Background: an optimization exercise with open tools, aiming at a short achievable clock period and few clock cycles per item. Do not read the settings as production practice. Only simulation tests tie the RTL to the original design; equivalence was not proved. Power is estimated from default activity; no workload was simulated.

==> inputs of nickel <==
// window_sender_with_retx_timer_core
module window_sender_with_retx_timer_core (
  input  logic        clk,
  input  logic        rst_n,
  input  logic        in_tvalid,
  output logic        in_tready,
  input  logic [39:0] in_tdata,    
  input  logic [1:0]  in_tuser,    
  output logic        out_tvalid,
  input  logic        out_tready,
  output logic [79:0] out_tdata,   
  output logic [0:0]  out_tuser,   
  output logic        out_tlast,
  input  logic                              cfg_valid,
  output logic                              cfg_ready,
  input  logic [wsrt_pkg::CFG_IDX_W-1:0]    cfg_index,
  input  logic [wsrt_pkg::CFG_DATA_W-1:0]   cfg_data
);
Settings: LEC_CHECK=0, ABC_CLOCK_PERIOD_IN_PS=3500, CAP_MARGIN=20, CORE_MARGIN=2, CORE_UTILIZATION=40, SETUP_SLACK_MARGIN=5, SLEW_MARGIN=20, TNS_END_PERCENT=100; clock period 9.0 ns.
run.sh (not shown) runs the stock make flow with config.mk's settings and CLKGATE_MAP_FILE= SYNTH_SCRIPT=/design/flow/synth_recipe.tcl, a recipe that flattens the netlist after the stock synthesis.
==> yarrow: changes against nickel <==
--- a/flow/design.v
+++ b/flow/design.v
@@ -136,25 +136,23 @@
   endfunction
   function automatic logic [SW-1:0] csa_c(input logic [SW-1:0] x, input logic [SW-1:0] y,
                                           input logic [SW-1:0] z);
     csa_c = ((x & y) | (x & z) | (y & z)) << 1;
   endfunction
   logic [SW-1:0] c_nm1, c_nm2, c_nm3, c_nm1m1, c_fl2, c_flm, c_flm1;
-  logic          c_flow_nz;
   logic [LEN_W:0] msslen_full;
   assign msslen_full = (LEN_W+1)'(c_mss) + (LEN_W+1)'(c_hdr);
   always_ff @(posedge clk) begin
     c_msslen <= (msslen_full > (LEN_W+1)'(LEN_MAX)) ? LEN_MAX : msslen_full[LEN_W-1:0];
     c_nm1    <= '0 - SW'(c_mss);
     c_nm2    <= '0 - (SW'(c_mss) << 1);
     c_nm3    <= '0 - (SW'(c_mss) << 1) - SW'(c_mss);
     c_nm1m1  <= ~(SW'(c_mss));
     c_fl2    <= SW'(c_flow) + SW'(2);
     c_flm    <= SW'(c_flow) - SW'(c_mss);
     c_flm1   <= SW'(c_flow) + ~(SW'(c_mss));
-    c_flow_nz <= (c_flow != '0);
   end
   logic [1:0]    st_age;
   logic [SW-1:0] st_s, st_c, st_sm, st_ra, st_ram, st_lmmm;
   logic [SW-1:0] sp [6];
   always_comb begin
     for (int i = 0; i < 6; i++) sp[i] = c_startcl[i] ? (SW'(c_mss) << i) : '0;
@@ -186,31 +184,29 @@
   logic                  iv;
   logic [KIND_W-1:0]     ik;
   logic [SEQ_W-1:0]      ia;
   logic [SACK_CNT_W-1:0] is_;
   logic                  can_r;     
   logic                  rdy_r;     
-  logic                  rdy;       
   logic                  a_go;
   logic                  iv_nxt;
   logic                  can_nxt;
   assign a_go      = iv && can_r;
-  assign rdy       = !iv || can_r;
   assign in_tready = rdy_r;
-  assign iv_nxt    = rdy ? in_tvalid : iv;
+  assign iv_nxt    = rdy_r ? in_tvalid : iv;
   always_ff @(posedge clk) begin
     if (!rst_n) begin
       iv    <= 1'b0;
       rdy_r <= 1'b1;
     end else begin
       iv    <= iv_nxt;
       rdy_r <= !iv_nxt || can_nxt;
     end
   end
   always_ff @(posedge clk) begin
-    if (rdy) begin
+    if (rdy_r) begin
       ik  <= in_kind;
       ia  <= in_ack_seq;
       is_ <= in_sack_count;
     end
   end
   logic [SEQ_W-1:0]    oldest;
@@ -491,16 +487,16 @@
   wsrt_pkg::run_t sr;       
   always_comb begin
     sr.noloop    = 1'b0;
     sr.force_a   = 1'b1;
     sr.done_pend = 1'b0;
     sr.tmr_unk   = 1'b0;
-    sr.altf      = c_flow_nz;
+    sr.altf      = (c_flow != '0);
     sr.agtf      = 1'b0;
-    sr.fapos     = c_flow_nz;
-    sr.goa       = (c_startcl != '0) && c_flow_nz;
+    sr.fapos     = (c_flow != '0);
+    sr.goa       = (c_startcl != '0) && (c_flow != '0);
     sr.a         = '0;
     sr.am        = c_nm1;
     sr.ra        = st_ra;
     sr.ram       = st_ram;
     sr.fa        = SW'(c_flow);
     sr.fam       = c_flm;
@@ -608,22 +604,21 @@
   assign rm_s    = rm - e_mss;
   assign tail_full = (LEN_W+1)'(f[LEN_W-1:0]) + (LEN_W+1)'(b_hdr);
   assign seg_len   = !over ? b_msslen
                    : (tail_full > (LEN_W+1)'(LEN_MAX)) ? LEN_MAX : tail_full[LEN_W-1:0];
   logic          a_gt;
   logic          ho;
-  logic [SW-1:0] d_lm, d_lmm, d_lmmm, d_fl, d_nf, d_flm, d_flm1, d_am;
+  logic [SW-1:0] d_lm, d_lmm, d_lmmm, d_fl, d_flm, d_flm1, d_am;
   logic [SEQ_W:0] d_a;
   logic [SEQ_W-1:0] h_nxt;
   logic [SW-1:0] h_f, h_fm, h_fm1, h_r, h_rm;
   logic          h_fpos, h_go;
   assign d_lm   = run.lm   - e_nxt;
   assign d_lmm  = run.lmm  - e_nxt;
   assign d_lmmm = run.lmmm - e_nxt;
   assign d_fl   = SW'(run.flow) - e_nxt;
-  assign d_nf   = e_nxt - SW'(run.flow);     
   assign d_flm  = run.flm  - e_nxt;
   assign d_flm1 = run.flm1 - e_nxt;
   assign d_am   = e_nxt - run.am;            
   assign d_a    = {1'b0, nxt} - {1'b0, run.a};  
   assign a_gt = run.force_a || (go ? (over ? run.agtf : d_am[SW-1]) : d_a[SEQ_W]);
   assign ho   = en && run_v && free;
@@ -653,13 +648,13 @@
       h_rm   = d_lmm;
       h_fpos = !d_fl[SW-1] && (d_fl != '0);
     end
   end
   logic go_b, go_c;
   assign go_b = !run.noloop && !d_lmm[SW-1] && !over && !fm1[SW-1];
-  assign go_c = !run.noloop && !d_lm[SW-1] && d_nf[SW-1];
+  assign go_c = !run.noloop && !d_lm[SW-1] && !d_fl[SW-1] && (d_fl != '0);
   assign h_go = a_gt ? run.goa : (go ? go_b : go_c);
   logic tmr_pend, tmr_altf;
   always_ff @(posedge clk) begin
     if (!rst_n) begin
       tmr_pend <= 1'b0;
     end else begin
@@ -674,42 +669,35 @@
     if (!rst_n) begin
       go      <= 1'b0;
       done_go <= 1'b0;
       nxt     <= '0;
     end else if (en) begin
       if (go && more) begin
-        nxt     <= nxt_inc;
-      end else if (ho) begin
-        go      <= h_go;
-        done_go <= !h_go && run.done_pend;
-        nxt     <= h_nxt;
-      end else begin
-        go      <= 1'b0;
-        done_go <= go && b_done;
-        if (go) nxt <= over ? b_flow : nxt_inc;
-      end
-    end
-  end
-  always_ff @(posedge clk) begin
-    if (en) begin
-      if (go && more) begin
+        nxt  <= nxt_inc;
         f    <= fm;
         fm   <= fm_s;
         fm1  <= fm1_s;
         r    <= rm;
         rm   <= rm_s;
         sent <= sent + CNT_W'(1);
       end else if (ho) begin
-        f      <= h_f;
-        fm     <= h_fm;
-        fm1    <= h_fm1;
-        r      <= h_r;
-        rm     <= h_rm;
-        sent   <= '0;
-        b_prio <= run.prio;
-        b_done <= run.done_pend;
+        go       <= h_go;
+        done_go  <= !h_go && run.done_pend;
+        nxt      <= h_nxt;
+        f        <= h_f;
+        fm       <= h_fm;
+        fm1      <= h_fm1;
+        r        <= h_r;
+        rm       <= h_rm;
+        sent     <= '0;
+        b_prio   <= run.prio;
+        b_done   <= run.done_pend;
+      end else begin
+        go      <= 1'b0;
+        done_go <= go && b_done;
+        if (go) nxt <= over ? b_flow : nxt_inc;
       end
     end
   end
   logic              emit;
   logic              r_kind;
   logic [SEQ_W-1:0]  r_seq;
==> qor summary <==
metric	yarrow	nickel
Number of optimization iterations in the first detailed-route pass	6	7
Critical path fanouts, max	5	3
Portion of the post-synthesis area used by sequential elements	53.0%	53.2%
Levels on crit path	13	15
Post-synthesis share of cell area spent on and, or, nand and nor gates	11.7%	11.6%
Met1 Routed Length	263 mm	263 mm
Post-route worst setup slack	4.75 ns	4.81 ns
Outcome	finished clean	finished clean
Finished layout cell area	203000 µm²	201000 µm²
Fraction of area in non-clock buffers	4.35%	4.05%
Fraction of area in multi-input gates	37.9%	37.7%
Total power of the final layout	83200 µW	78400 µW
Total die area	439000 µm²	437000 µm²
Critical path destination	u_dp.go	u_dp.fm[33]
Average cell area after synthesis	10.5 µm²	10.5 µm²
Placeable core area	431000 µm²	430000 µm²
Peak per-stage delay on the critical path	0.60 ns	0.36 ns
Per-cell via count in the routed design	5.75	5.69
Clock network power consumption	16300 µW	16200 µW
Share of the clock period used by the worst path after layout	47.2%	46.5%
Multiplexer area fraction after synthesis	1.52%	1.29%
Summed instance area of the synthesized netlist	173000 µm²	173000 µm²
Testbench counts of nickel, summed over its fixed seeds: cycles 4,583, items 2,304.
Testbench counts of yarrow, summed over its fixed seeds: cycles 4,583, items 2,304.

-- port drivers added, routing unchanged --
The results above use ideal ports. As a check the final layouts listed here were re-extracted and re-timed, cells and wires unchanged.
Step 1 sets driving cells, clkbuf_16 on the clock port and buf_2 on the other inputs (assumed; they add their load-dependent delay and slew).
Step 2 moves the port delays by t, midway between the first and last clock arrival at a register: inputs arrive t later, outputs are due t later. That takes back most of the time a late clock gives input paths.
Slacks: no drivers / after step 1 / after step 2; pairs: no drivers / after step 1.
run	t, ns	slack for setup (ns)	hold WS [ns]	worst setup path at the end	cell pins on the clock port's net
nickel	1.098	4.814 / 4.814 / 4.287	0.310 / 0.310 / 0.310	input to register	1
yarrow	1.108	4.752 / 4.752 / 3.871	0.317 / 0.317 / 0.317	input to register	1
After both steps setup and hold are still met in every run listed. The setup slack of yarrow, which loses most, moves by 0.000 ns with the drivers and by -0.881 ns with both steps.
